This is an optimization exercise on Yosys and OpenROAD, whose aim is small area, not a production implementation. No functional check of the RTL was part of any run shown here. Power figures rest on the tool's default switching activity, not on a simulated workload.

==> flow/design.v, too long to show whole: its modules and the start of the top module <==
// module pusher_top: 1426 lines
// module pz_fa: 10 lines
// module pz_ha: 9 lines
// module pz_x: 7 lines
// module pz_xn: 7 lines
module pusher_top (
    input  logic          clk,
    input  logic          rst_ff,
    input  logic          valid,
    input  logic          noop,
    input  logic [47:0]   particle_in,
    input  logic [191:0]  phi_in,
    output logic          valid_req,
    output logic [255:0]  raddr,
    output logic          valid_out,
    output logic [47:0]   particle_out,
    output logic          done
);
  // ...
==> flow/flow/run.sh <==
#!/bin/bash
# The standard layout, with the smallest buffer on the ports and a clock tree of few, large buffers.
set -euo pipefail
export BUFFER_PORTS_ARGS="-buffer_cell sky130_fd_sc_hd__buf_1"
export CTS_ARGS="-sink_clustering_enable -repair_clock_nets -sink_clustering_size 20 -sink_clustering_max_diameter 50 -buf_list sky130_fd_sc_hd__clkbuf_16 -dont_use_dummy_load"
bash standard.sh > make_finish.log 2>&1
==> flow/standard.sh <==
#!/bin/bash
# synth_recipe.tcl (not shown) runs the flow's synth.tcl, then flattens the netlist and writes it again
# the make line also repeats each setting of config.mk as NAME=value (left out here)
make -C /OpenROAD-flow-scripts/flow DESIGN_CONFIG=/design/flow/config.mk WORK_HOME=/design/flow/orfs CLKGATE_MAP_FILE= SYNTH_SCRIPT=/design/flow/synth_recipe.tcl "${@:-finish}"
==> flow/config.mk <==
export PLATFORM = sky130hd
export DESIGN_NAME = pusher_top
export DESIGN_NICKNAME = pusher_top
export VERILOG_FILES = /design/flow/design.v
export SDC_FILE = /design/flow/constraint.sdc
export NUM_CORES = 4
export LEC_CHECK = 0
export CAP_MARGIN = 20
export CORE_MARGIN = 2
export CORE_UTILIZATION = 65
export PLACE_DENSITY = 0.75
export SLEW_MARGIN = 20
export SYNTH_HIERARCHICAL = 1
export SYNTH_MINIMUM_KEEP_SIZE = 0
==> flow/constraint.sdc <==
create_clock -name core_clock -period 5.0 [get_ports {clk}]
set_input_delay 1.0000 -clock core_clock [delete_from_list [all_inputs] [get_ports {clk}]]
set_output_delay 1.0000 -clock core_clock [all_outputs]
set_load 0.01 [all_outputs]
==> key figures, run 1 <==
Clock tree
  • Worst-path clk slew: roughly 70 ps
  • Worst-Skew Late Latency: 530 ps

Die
  • Die X: 181 µm
  • Die height: 181 µm
  • Die area: 32700 µm²
  • Core ar.: 30700 µm²
  • Io pins: 551

Synthesis
  • Share of the synthesized area in the top cell type: 0.551
  • Mapped Area: 20300 µm²
  • Post-synthesis register bit count: 559
  • Compound-gate portion of the synthesized area: 0.0159

Finish
  • Top cell category: registers
  • Buffers excl. clock: 551
  • Comb_multi_in: 535
  • # diodes: 1
  • Fill cells: between 2000 and 2500
  • Most frequent cells in the layout: dfxtp_1 (559), buf_1 (549), fa_1 (188)
  • Fraction of final layout cells with drive strength greater than 1: 0.0538
  • Fin nets: 2308
  • Most common cell after layout, fill and taps aside: dfxtp_1

Setup path
  • Largest stage delay, worst path: 390 ps
  • Top cell family by delay on the critical path: adder cells
  • CP Capture Type: flip-flop

Global routing
  • GR Util met2: 0.371
  • Initial antenna violation count: 1

STA
  • Period minus WS final: around 3900 ps
  • Setup Skew: roughly 58 ps
  • Count of pins over their slew limit: 0

Pwr
  • Combinational Power: 2.18 mW
  • Power Sequential: 5.52 mW
  • Switching part of the total power: 0.277

Run status
  • Outcome: no timing/DRC/antenna violations

Run
  • Max cap viols: 0

Placement
  • Placer Congestion: 0.820
  • Placed Area: approximately 21000 µm²
  • Post-DP HPWL: about 28000 µm

Hold path
  • Hold endpoint: p7[14]$_DFF_P_
  • Hold path cells: 0
==> run 2: changes to the inputs <==
==> flow/flow/run.sh (replaced) <==
#!/bin/bash
# The standard layout, with the smallest buffer on the ports and a clock tree of few, large buffers.
set -euo pipefail
export BUFFER_PORTS_ARGS="-buffer_cell sky130_fd_sc_hd__buf_1"
export CTS_ARGS="-sink_clustering_enable -repair_clock_nets -sink_clustering_size 14 -sink_clustering_max_diameter 40 -buf_list sky130_fd_sc_hd__clkbuf_8 -dont_use_dummy_load"
bash standard.sh > make_finish.log 2>&1
==> run 2 against run 1 <==
Compared with the run above:
- clock skew grew 20 ps
- non-clock buffer count stayed put
- die area did not move
- utilization down 0.80 points
- critical path type unchanged
- critical endpoint is now lx7_8$_DFF_P_
- largest cell class unchanged
- combinational power hardly changed
==> key figures, run 2 <==
Setup path
  • CP Max Fanout: 2
  • WP data required: 5430 ps
  • Register-to-register setup slack: 1080 ps
  • Worst reg2reg endpoint: lx7_8$_DFF_P_
  • CP Capture Type: flip-flop
  • Crit path launch: fy6_st_0$_DFF_P_
  • CP Launch Type: flip-flop
  • CP Data Arrival Time: 4350 ps
  • Critical path class: reg2reg
  • Worst Setup EP: lx7_8$_DFF_P_
  • Reg-to-reg startpoint: fy6_st_0$_DFF_P_
  • Reg2Reg Depth: 9

Synthesis
  • Post-synthesis area per instance: 13.6 µm²
  • Largest family of logic cells by synthesized area: adder cells
  • Count leader, synth: dfxtp_1
  • Mapped Area: 20300 µm² (unchanged)
  • Syn Nets: roughly 2000
  • Share of the synthesized area in the top cell type: 0.551 (unchanged)
  • Compound-gate portion of the synthesized area: 0.0159 (unchanged)
  • Synth Area in XOR/XNOR: 0.0409
  • Post-synthesis cell type count: 36
  • Post-synthesis register bit count: 559 (unchanged)
  • Top cells by count, synth: dfxtp_1 (559), buf_4 (256), fa_1 (188)
  • Synth Flop Type: dfxtp_1
  • Ys Warns: 13
  • Yosys top cell by area: dfxtp_1
  • Gate Count Post-Synth: 1499
  • Mux contribution to synthesized area: 0.00936
  • Synth Area in Adders: 0.220
  • Number of synthesized flops with an enable pin: 0
  • Synth Area in Simple Gates: 0.0414
  • Async SR Flop Fraction: 0
  • Synth top area cells: dfxtp_1 (55%), fa_1 (19%), buf_4 (9.5%)
  • Sequential area share after synthesis: 0.551

Finish
  • Fin nets: 2322 (+0.61%)
  • Final std cell area, no fill: approximately 22000 µm²
  • Layout area overhead: 6.61%
  • Fill cells: 2189 (+2.2%)
  • Most common cell after layout, fill and taps aside: dfxtp_1
  • Fraction of final layout cells with drive strength greater than 1: 0.0610 (+0.00721)
  • Non-filler cells, final: 2235
  • Most frequent cells in the layout: dfxtp_1 (559), buf_1 (549), fa_1 (188)

Run status
  • Outcome: no timing/DRC/antenna violations

Global routing
  • Initial antenna violation count: 1 (unchanged)
  • Gr usage total: 0.212
  • Largest net degree at the start of global routing: 22
  • First-pass GRT wire length: 54100 µm
  • GRT Residual Overflow: 0
  • Vias in the first global route: ~11000

STA
  • Fin. Hold Viols: 0
  • Tightest Pin Transition: 564 ps
  • Setup TNS: 0 ps
  • Worst slew margin: 0.624
  • RSZ-0062 raised after global routing: no
  • Final setup viols: 0
  • Period minus WS final: 3920 ps (+45.4 ps)
  • Fmax: between 0.2 and 0.3 GHz
  • Count of pins over their slew limit: 0 (unchanged)
  • Final period utilization: 0.785
  • Setup Skew: 78.4 ps (+20.4 ps)

Detailed routing
  • DRC viols: 0
  • Remaining antenna violation count: 0
  • Number of DRC markers in iteration 0: just under 400
  • Detailed-route vias per instance: roughly 4.6
  • Total number of vias: roughly 10000
  • TritonRoute pass-1 iters: 5
  • WL/cell: 15.5 µm
  • Post-Route WL: 34600 µm

Placement
  • Placer Congestion: 0.820 (unchanged)
  • Placed Area: 20900 µm² (unchanged)
  • Port bufs: 550
  • Post-placement cell count: 2180
  • Post-DP HPWL: 28100 µm (unchanged)

Pwr
  • Clock power share: 0.223
  • Worst vdd ir: about 340 µV
  • Gate power share: 0.220
  • Final Power: around 9.9 mW
  • Sw Pwr: 2.84 mW
  • Cell leakage power: 9.12 nW
  • P per Cell Area: 457 nW/µm²
  • Switching part of the total power: 0.287 (+0.00911)
  • Sequential share of power: 0.557
  • Cell internal pwr: 7.07 mW

Clock tree
  • Clock buffers created by TritonCTS: 53
  • Worst-Skew Late Latency: 590 ps (+60 ps)
  • Clock buffer depth: 3
  • Clock sinks: 559
  • H-tree levels: 2
  • Post-CTS sizing: 0
  • Worst-path clk slew: 80 ps (about the same)
  • Post-CTS Setup Inserts: 0
  • CTS tree: built
  • Root buf cell: clkbuf_8
  • Hold_buf cts: 0

Hold path
  • Hold Startpoint: p6[14]$_DFF_P_
  • HP Class: reg2reg

Die
  • Die X: 181 µm (unchanged)
  • Initial Utilization: 0.663
  • Die area: 32700 µm² (unchanged)
  • Row count: 64
  • Io pins: 551 (unchanged)
  • Die height: 181 µm (unchanged)
  • Core ar.: 30700 µm² (unchanged)

Run
  • Max cap viols: 0 (unchanged)
==> run 2: cell counts after synthesis <==
Identical to the previous run, type by type.
==> run 2: cell families (layout without fill, tap and decap cells) <==
logic type	count (synthesis)	after routing
muxes	17	17
other	0	2
buffers and inverters	405	743
xor gates and xnor gates	95	95
AOI/OAI and AO/OA	46	46
adders and majority gates	245	245
and+or+nand+nor	132	132
DFF	559	559
==> run 2: area by class of cell <==
class	count	area [µm²]	area share
sequential	559	11200	0.517
multi-input combinational	535	6650	0.307
timing repair buffer	551	2070	0.0957
clock buffer	53	729	0.0337
inverter	139	522	0.0241
tap	396	495	0.0229
antenna	2	5.00	0.000231
==> run 2: modules after synthesis, one instance, submodules excluded <==
module | cells inside | copies in the design | cell area [µm²]
pz_x | 1 | 40 | 8.76
pz_ha | 1 | 48 | 12.5
pz_fa | 1 | 188 | 20.0
pusher_top | 1181 | 1 | 15200
pz_xn | 1 | 42 | 8.76
==> run 2: worst min path at each step <==
stage | to | slack, ps | cells past startpoint
after CTS | p7[14]$_DFF_P_ | 280 | 0
after floorplan | p2[0]$_DFF_P_ | 310 | 0
after global placement | p4[25]$_DFF_P_ | 310 | 0
after detailed placement | p9[11]$_DFF_P_ | 310 | 0
after global routing | p7[14]$_DFF_P_ | 280 | 0
final | p7[14]$_DFF_P_ | 280 | 0
==> run 2: metal layers <==
layer	GRT usage	vias to the layer above	part of all wire
li1	-	4968	-
met1	0.268	4935	0.40
met2	0.364	391	0.51
met3	0.0427	51	0.069
met4	0.0710	0	0.023
met5	0	-	0
==> run 2: power groups by stage <==
stage               combinational [mW]  sequential [mW]  clock (mW)
CTS                               2.25             5.54        2.28
global placement                  2.14             5.61           0
finish                            2.18             5.52        2.21
global route                      2.54             5.60        2.46
detailed placement                2.21             5.63           0
floorplan                         1.81             5.53           0
==> run 2: worst max-delay path: stages (launching register included) <==
cell and delay [ps]:
dfxtp_1 320, or2_2 300, fa_1 380, fa_1 400
fa_1 390, fa_1 390, fa_1 390, fa_1 390
fa_1 390, fa_1 440
==> run 2: per-stage QoR <==
| step | setup slack (ps) | utilization | hold slack [ps] |
|---|---|---|---|
| after floorplan | 1220 | - | 310 |
| after global placement | 1170 | 0.682 | 310 |
| after detailed placement | 1110 | 0.682 | 312 |
| after CTS | 1050 | 0.706 | 276 |
| after global routing | 952 | 0.706 | 277 |
| final | 1080 | 0.706 | 277 |
==> run 3: changes to the inputs <==
==> flow/flow/run.sh (replaced) <==
#!/bin/bash
# The standard layout, with the smallest buffer on the ports and a clock tree of few, large buffers.
set -euo pipefail
export BUFFER_PORTS_ARGS="-buffer_cell sky130_fd_sc_hd__buf_1"
export CTS_ARGS="-sink_clustering_enable -repair_clock_nets -sink_clustering_size 18 -sink_clustering_max_diameter 50 -buf_list sky130_fd_sc_hd__clkbuf_8 -dont_use_dummy_load"
bash standard.sh > make_finish.log 2>&1
==> run 3 against run 2 <==
Compared with the run above:
- utilization is 0.53 points lower
- clock power decreased by 11%
- die area did not move
- synthesized area did not move
- sequential power barely moved
- still clean
- count of clock-buffer cells in the layout is 12 lower
- design area shrank 0.75%
==> key figures, run 3 <==
Synthesis
  • Count leader, synth: dfxtp_1
  • Post-synthesis register bit count: 559 (unchanged)
  • Share of the synthesized area in the top cell type: 0.551 (unchanged)
  • Async SR Flop Fraction: 0 (unchanged)
  • Synth top area cells: dfxtp_1 (55%), fa_1 (19%), buf_4 (9.5%)
  • Number of synthesized flops with an enable pin: 0 (unchanged)
  • Post-synthesis cell type count: 36 (unchanged)
  • Sequential area share after synthesis: 0.551 (unchanged)
  • Yosys top cell by area: dfxtp_1
  • Gate Count Post-Synth: 1499 (unchanged)
  • Syn Nets: 1982 (unchanged)
  • Post-synthesis area per instance: 13.6 µm² (unchanged)
  • Ys Warns: 13 (unchanged)
  • Mapped Area: 20300 µm² (unchanged)
  • Synth Flop Type: dfxtp_1
  • Top cells by count, synth: dfxtp_1 (559), buf_4 (256), fa_1 (188)

Detailed routing
  • Remaining antenna violation count: 0 (unchanged)
  • DRC viols: 0 (unchanged)
  • Post-Route WL: 34300 µm (-0.81%)
  • WL/cell: 15.4 µm (-0.32%)
  • Detailed-route vias per instance: 4.63 (about the same)
  • Total number of vias: 10300 (-0.45%)
  • TritonRoute pass-1 iters: 5 (unchanged)
  • Number of DRC markers in iteration 0: 417 (+8.0%)

Clock tree
  • CTS tree: built
  • Post-CTS sizing: 0 (unchanged)
  • Root buf cell: clkbuf_8
  • Worst-path clk slew: 100 ps (+20 ps)
  • Worst-Skew Late Latency: 560 ps (-30 ps)
  • H-tree levels: 2 (unchanged)
  • Hold_buf cts: 0 (unchanged)
  • Clock buffer depth: 3 (unchanged)
  • Clock sinks: 559 (unchanged)
  • Post-CTS Setup Inserts: 0 (unchanged)
  • Clock buffers created by TritonCTS: 41 (-23%)

STA
  • Final hold slack: 282 ps (+5.60 ps)
  • Final setup viols: 0 (unchanged)
  • Worst slew margin: 0.608 (-0.0161)
  • Fin. Hold Viols: 0 (unchanged)
  • Tightest Pin Transition: 588 ps (+24.1 ps)
  • Setup TNS: 0 ps (unchanged)
  • RSZ-0062 raised after global routing: no
  • Final period utilization: 0.779 (-0.00622)
  • Fmax: 0.257 GHz (+0.80%)
  • Setup Skew: 44.6 ps (-33.8 ps)
  • Count of pins over their slew limit: 0 (unchanged)
  • Period minus WS final: 3890 ps (-31.1 ps)

Finish
  • Final std cell area, no fill: 21500 µm² (-0.75%)
  • Fraction of final layout cells with drive strength greater than 1: 0.0548 (-0.00617)
  • Fill cells: 2198 (+0.41%)
  • Most frequent cells in the layout: dfxtp_1 (559), buf_1 (549), fa_1 (188)
  • Final Util: 0.701 (-0.00530)
  • Layout area overhead: 5.81%
  • Most common cell after layout, fill and taps aside: dfxtp_1
  • Fin nets: 2310 (-0.52%)

Global routing
  • Vias in the first global route: 10400 (-1.2%)
  • First-pass GRT wire length: 53700 µm (-0.64%)
  • GRT Residual Overflow: 0 (unchanged)
  • Largest net degree at the start of global routing: 22 (unchanged)
  • Gr usage total: 0.210 (-0.00141)
  • Initial antenna violation count: 1 (unchanged)

Run
  • Max cap viols: 0 (unchanged)

Placement
  • Placed Area: 20900 µm² (unchanged)
  • Port bufs: 550 (unchanged)
  • Post-DP HPWL: 28100 µm (unchanged)
  • Placer Congestion: 0.820 (unchanged)

Setup path
  • CP Capture Type: flip-flop
  • CP Max Fanout: 2 (unchanged)
  • Reg2Reg Depth: 10 (+1)
  • CP Launch Type: flip-flop
  • Critical path class: reg2reg
  • WP data required: 5470 ps (+40 ps)
  • CP Data Arrival Time: 4370 ps (+20 ps)

Die
  • Io pins: 551 (unchanged)
  • Initial Utilization: 0.663 (unchanged)
  • Die area: 32700 µm² (unchanged)
  • Die height: 181 µm (unchanged)
  • Core ar.: 30700 µm² (unchanged)
  • Die X: 181 µm (unchanged)
  • Row count: 64 (unchanged)

Pwr
  • P per Cell Area: 449 nW/µm² (-1.8%)
  • Cell leakage power: 9.04 nW (-0.95%)
  • Worst vdd ir: 336 µV (-2.0%)

Run status
  • Outcome: no timing/DRC/antenna violations

Hold path
  • Hold path cells: 0 (unchanged)
  • HP Class: reg2reg
## run 3: cell counts after synthesis
Identical to the previous run, type by type.
## run 3: per-module statistics from Yosys, one instance, submodules excluded
| module | cells | flip-flops and latches | cell area, µm² | times used |
|---|---|---|---|---|
| pz_fa | 1 | 0 | 20.0 | 188 |
| pz_xn | 1 | 0 | 8.76 | 42 |
| pusher_top | 1181 | 559 | 15200 | 1 |
| pz_x | 1 | 0 | 8.76 | 40 |
| pz_ha | 1 | 0 | 12.5 | 48 |
## run 3: routing by layer
metal / part of all wire / global-route usage / vias to the layer above
met5: 0 / 0 / -
met4: 0.030 / 0.0719 / 0
li1: - / - / 4946
met3: 0.068 / 0.0389 / 64
met1: 0.40 / 0.269 / 4910
met2: 0.50 / 0.360 / 378
## run 3: final timing paths
kind,startpoint,slack [ps],to
max,fy6_st_0$_DFF_P_,1110,id7_3$_DFF_P_
min,p6[14]$_DFF_P_,280,p7[14]$_DFF_P_
max reg2reg,fy6_st_0$_DFF_P_,1110,id7_3$_DFF_P_
min reg2reg,p6[14]$_DFF_P_,280,p7[14]$_DFF_P_
## run 3: cells by family (layout without fill, tap and decap cells)
kind of cell / count (synthesis) / in the layout / share of synthesized area
and+or+nand+nor: 132 / 132 / 0.0414
DFF: 559 / 559 / 0.551
xor gates and xnor gates: 95 / 95 / 0.0409
buffers and inverters: 405 / 731 / 0.122
adders and majority gates: 245 / 245 / 0.220
other: 0 / 3 / 0
muxes: 17 / 17 / 0.00936
AOI/OAI and AO/OA: 46 / 46 / 0.0159
## run 3: critical path: stages, from the launching register on
cell and delay (ps):
dfxtp_1 330, or2_2 300, fa_1 380, fa_1 390
fa_1 390, fa_1 390, fa_1 390, fa_1 390
fa_1 380, fa_1 370, nor2b_1 120
## run 3: power breakdown
group	internal [mW]	switching, mW
clock network	0.738	1.22
logic	0.972	1.20
registers	5.15	0.369
## run 3: stage by stage
step / total power, mW / instances / worst slack, ps
finish: 9.65 / 2224 / 1110
global route: 10.3 / 2222 / 970
CTS: 9.82 / 2221 / 1080
detailed placement: 7.85 / 2180 / 1110
global placement: 7.74 / 2180 / 1170
floorplan: 7.35 / 1499 / 1220
## run 3: cell type report
type / instances / area [µm²] / share of cell area
multi-input cells: 535 / 6650 / 0.309
inverters: 139 / 522 / 0.0243
diodes: 3 / 7.51 / 0.000349
clock buffers: 41 / 564 / 0.0262
flip-flops and latches: 559 / 11200 / 0.520
well taps: 396 / 495 / 0.0230
repair buffers: 551 / 2070 / 0.0964
==> run 4: changes to the inputs <==
==> flow/flow/run.sh (replaced) <==
#!/bin/bash
# The standard layout, with the smallest buffer on the ports and a clock tree of few, large buffers.
set -euo pipefail
export BUFFER_PORTS_ARGS="-buffer_cell sky130_fd_sc_hd__buf_1"
export CTS_ARGS="-sink_clustering_enable -repair_clock_nets -sink_clustering_size 20 -sink_clustering_max_diameter 50 -buf_list sky130_fd_sc_hd__clkbuf_8 -dont_use_dummy_load"
bash standard.sh > make_finish.log 2>&1
--- a/flow/config.mk
+++ b/flow/config.mk
@@ -8,6 +8,6 @@
 export CAP_MARGIN = 20
 export CORE_MARGIN = 2
-export CORE_UTILIZATION = 65
-export PLACE_DENSITY = 0.75
+export CORE_UTILIZATION = 70
+export PLACE_DENSITY = 0.85
 export SLEW_MARGIN = 20
 export SYNTH_HIERARCHICAL = 1
==> run 4 against run 3 <==
Compared with the run above:
- non-clock buffer count unchanged
- flip-flop and latch count unchanged
- total power about the same
- synthesized area unchanged
- wire length increased by 1.7%
- combinational power increased by 3%
- utilization increased by 4.8 points
- clock power decreased by 2%
- highest routed layer unchanged
==> key figures, run 4 <==
Detailed routing
  • Detailed-route vias per instance: 4.76 (+2.8%)
  • Remaining antenna violation count: 0 (unchanged)
  • TritonRoute pass-1 iters: 5 (unchanged)
  • Post-Route WL: 34900 µm (+1.7%)
  • DRC viols: 0 (unchanged)
  • Total number of vias: 10500 (+2.1%)
  • Number of DRC markers in iteration 0: 378 (-9.4%)
  • WL/cell: 15.8 µm (+2.4%)

Clock tree
  • Clock sinks: 559 (unchanged)
  • Worst-Skew Late Latency: 560 ps (about the same)
  • Post-CTS Setup Inserts: 0 (unchanged)
  • Post-CTS sizing: 0 (unchanged)
  • Clock buffer depth: 3 (unchanged)
  • Worst-path clk slew: 110 ps (about the same)
  • H-tree levels: 2 (unchanged)
  • Hold_buf cts: 0 (unchanged)
  • Clock buffers created by TritonCTS: 39 (-4.9%)
  • Root buf cell: clkbuf_8
  • CTS tree: built

Global routing
  • Gr usage total: 0.228 (+0.0174)
  • Largest net degree at the start of global routing: 25 (+14%)
  • First-pass GRT wire length: 53500 µm (-0.36%)
  • Vias in the first global route: 10800 (+3.5%)
  • GRT Residual Overflow: 0 (unchanged)
  • Initial antenna violation count: 1 (unchanged)

Finish
  • Most common cell after layout, fill and taps aside: dfxtp_1
  • Register area: 11200 µm² (unchanged)
  • Most frequent cells in the layout: dfxtp_1 (559), buf_1 (549), fa_1 (188)
  • Fill cells: 1785 (-19%)
  • Multi-input gate area: 6650 µm² (unchanged)
  • Fin nets: 2308 (-0.087%)
  • Layout area overhead: 5.59%
  • Fraction of final layout cells with drive strength greater than 1: 0.0538 (-0.00104)

STA
  • Setup TNS: 0 ps (unchanged)
  • Fmax: 0.259 GHz (+0.66%)
  • Final period utilization: 0.773 (-0.00509)
  • Tightest Pin Transition: 691 ps (+104 ps)
  • Worst slew margin: 0.539 (-0.0685)
  • RSZ-0062 raised after global routing: no
  • Worst setup margin: 1130 ps (+25.5 ps)
  • Period minus WS final: 3870 ps (-25.5 ps)
  • Fin. Hold Viols: 0 (unchanged)
  • Final setup viols: 0 (unchanged)
  • Count of pins over their slew limit: 0 (unchanged)
  • Setup Skew: 75.5 ps (+30.9 ps)

Die
  • Row count: 62 (-3.1%)
  • Die height: 174 µm (-3.6%)
  • Io pins: 551 (unchanged)
  • Die X: 174 µm (-3.6%)
  • Die area: 30400 µm² (-7.0%)
  • Initial Utilization: 0.710 (+0.0473)
  • Core ar.: 28600 µm² (-6.7%)

Setup path
  • Register-to-register setup slack: 1130 ps (+30 ps)
  • CP Capture Type: flip-flop
  • Worst reg2reg endpoint: id7_3$_DFF_P_
  • Reg2Reg Depth: 10 (unchanged)
  • Reg-to-reg startpoint: p6[16]$_DFF_P_
  • WP data required: 5490 ps (+20 ps)
  • CP Max Fanout: 3 (+1)
  • CP Launch Type: flip-flop
  • CP Data Arrival Time: 4360 ps (about the same)
  • Critical path class: reg2reg

Pwr
  • Final Power: 9.66 mW (about the same)
  • Cell leakage power: 9.02 nW (-0.16%)
  • P per Cell Area: 450 nW/µm² (+0.30%)
  • Worst vdd ir: 333 µV (-0.92%)

Hold path
  • Hold endpoint: p5[14]$_DFF_P_
  • Hold path cells: 0 (unchanged)
  • Hold Startpoint: p4[14]$_DFF_P_
  • HP Class: reg2reg

Synthesis
  • Yosys top cell by area: dfxtp_1
  • Number of synthesized flops with an enable pin: 0 (unchanged)
  • Top cells by count, synth: dfxtp_1 (559), buf_4 (256), fa_1 (188)
  • Synth top area cells: dfxtp_1 (55%), fa_1 (19%), buf_4 (9.5%)
  • Ys Warns: 13 (unchanged)
  • Syn Nets: 1982 (unchanged)
  • Share of the synthesized area in the top cell type: 0.551 (unchanged)
  • Post-synthesis cell type count: 36 (unchanged)
  • Mapped Area: 20300 µm² (unchanged)
  • Post-synthesis register bit count: 559 (unchanged)
  • Async SR Flop Fraction: 0 (unchanged)
  • Post-synthesis area per instance: 13.6 µm² (unchanged)
  • Sequential area share after synthesis: 0.551 (unchanged)
  • Synth Flop Type: dfxtp_1
  • Count leader, synth: dfxtp_1
  • Gate Count Post-Synth: 1499 (unchanged)

Run status
  • Outcome: no timing/DRC/antenna violations

Placement
  • Placer Congestion: 0.877 (+6.9%)
  • Port bufs: 550 (unchanged)
  • Pre-CTS setup slack: 1100 ps (-9.06 ps)
  • Post-DP HPWL: 28200 µm (+0.29%)

Run
  • Max cap viols: 0 (unchanged)
run 4: worst max-delay path by stage:
stage                                 from       endpoint  slack (ps)  depth (start not counted)
final                       p6[16]$_DFF_P_  id7_3$_DFF_P_        1130                         10
after floorplan           fy6_st_0$_DFF_P_  lx7_8$_DFF_P_        1220                          9
after detailed placement  fy6_st_0$_DFF_P_  id7_3$_DFF_P_        1100                         10
after CTS                   p6[16]$_DFF_P_  id7_3$_DFF_P_        1110                         10
after global routing      fy6_st_0$_DFF_P_  id7_3$_DFF_P_         990                         10
after global placement    fy6_st_0$_DFF_P_  lx7_8$_DFF_P_        1180                          9
run 4: modules after synthesis (local to each module, per instance):
| module | times used | cells inside |
|---|---|---|
| pz_x | 40 | 1 |
| pz_xn | 42 | 1 |
| pusher_top | 1 | 1181 |
| pz_fa | 188 | 1 |
| pz_ha | 48 | 1 |
run 4: cells by family (layout without fill, tap and decap cells):
group	count (synthesis)	after routing	share of synthesized area
compound gates	46	46	0.0159
xor+xnor	95	95	0.0409
fa+ha+maj	245	245	0.220
buf+inv	405	729	0.122
flops	559	559	0.551
mux	17	17	0.00936
other cells	0	2	0
simple gates	132	132	0.0414
run 4: stage by stage:
stage	util	std cells	area, µm²	hold slack, ps
2_1_floorplan	-	1499	20300	310
3_3_place_gp	0.731	2168	20900	309
3_5_place_dp	0.731	2168	20900	312
4_1_cts	0.749	2207	21500	263
5_1_grt	0.749	2208	21500	265
6_report	0.750	2209	21500	271
run 4: per-layer routing:
| layer | part of all wire | up-vias | global-route usage |
|---|---|---|---|
| li1 | - | 4946 | - |
| met1 | 0.39 | 5053 | 0.285 |
| met2 | 0.52 | 425 | 0.402 |
| met3 | 0.059 | 88 | 0.0348 |
| met4 | 0.032 | 0 | 0.0833 |
| met5 | 0 | - | 0 |
run 4: cell type report:
| type | count | share of cell area |
|---|---|---|
| antenna | 2 | 0.000233 |
| clock buffer | 39 | 0.0250 |
| inverter | 139 | 0.0243 |
| multi-input combinational | 535 | 0.310 |
| sequential | 559 | 0.522 |
| tap | 384 | 0.0224 |
| timing repair buffer | 551 | 0.0966 |
run 4: worst max-delay path, cell delays in order (launching register included):
cell and delay [ps]:
dfxtp_1 350, or2_2 280, fa_1 380, fa_1 390
fa_1 380, fa_1 390, fa_1 390, fa_1 390
fa_1 390, fa_1 370, nor2b_1 120
run 4: power breakdown:
group | total [mW] | internal (mW) | leakage, nW | switching (mW)
clock | 1.92 | 0.705 | 0.280 | 1.21
sequential | 5.50 | 5.15 | 4.71 | 0.354
combinational | 2.24 | 0.991 | 4.03 | 1.25
total | 9.66 | 6.85 | 9.02 | 2.82

port drivers added, routing unchanged:
Ports are ideal in the flow. The routed layouts listed here were re-timed in OpenROAD.
Step 1 assumes that a clkbuf_16 drives the clock port and a buf_2 every other input.
Step 2 also shifts input and output timing later by t, the mid clock arrival at the registers, as if the neighbouring blocks saw the same clock.
Three values: no drivers, after step 1, after step 2; two values: the first two.
run	t, ns	slack for setup (ns)	worst setup path after step 2
run 1	0.552	1.122 / 1.122 / 1.102	input to register
run 2	0.597	1.076 / 1.076 / 1.076	register to register
run 3	0.585	1.107 / 1.107 / 1.107	register to register
run 4	0.565	1.133 / 1.133 / 1.119	input to register
After both steps setup and hold are still met in every run listed. For run 1, which loses most, drivers alone change the setup slack by 0.000 ns; drivers and shift together by -0.020 ns.
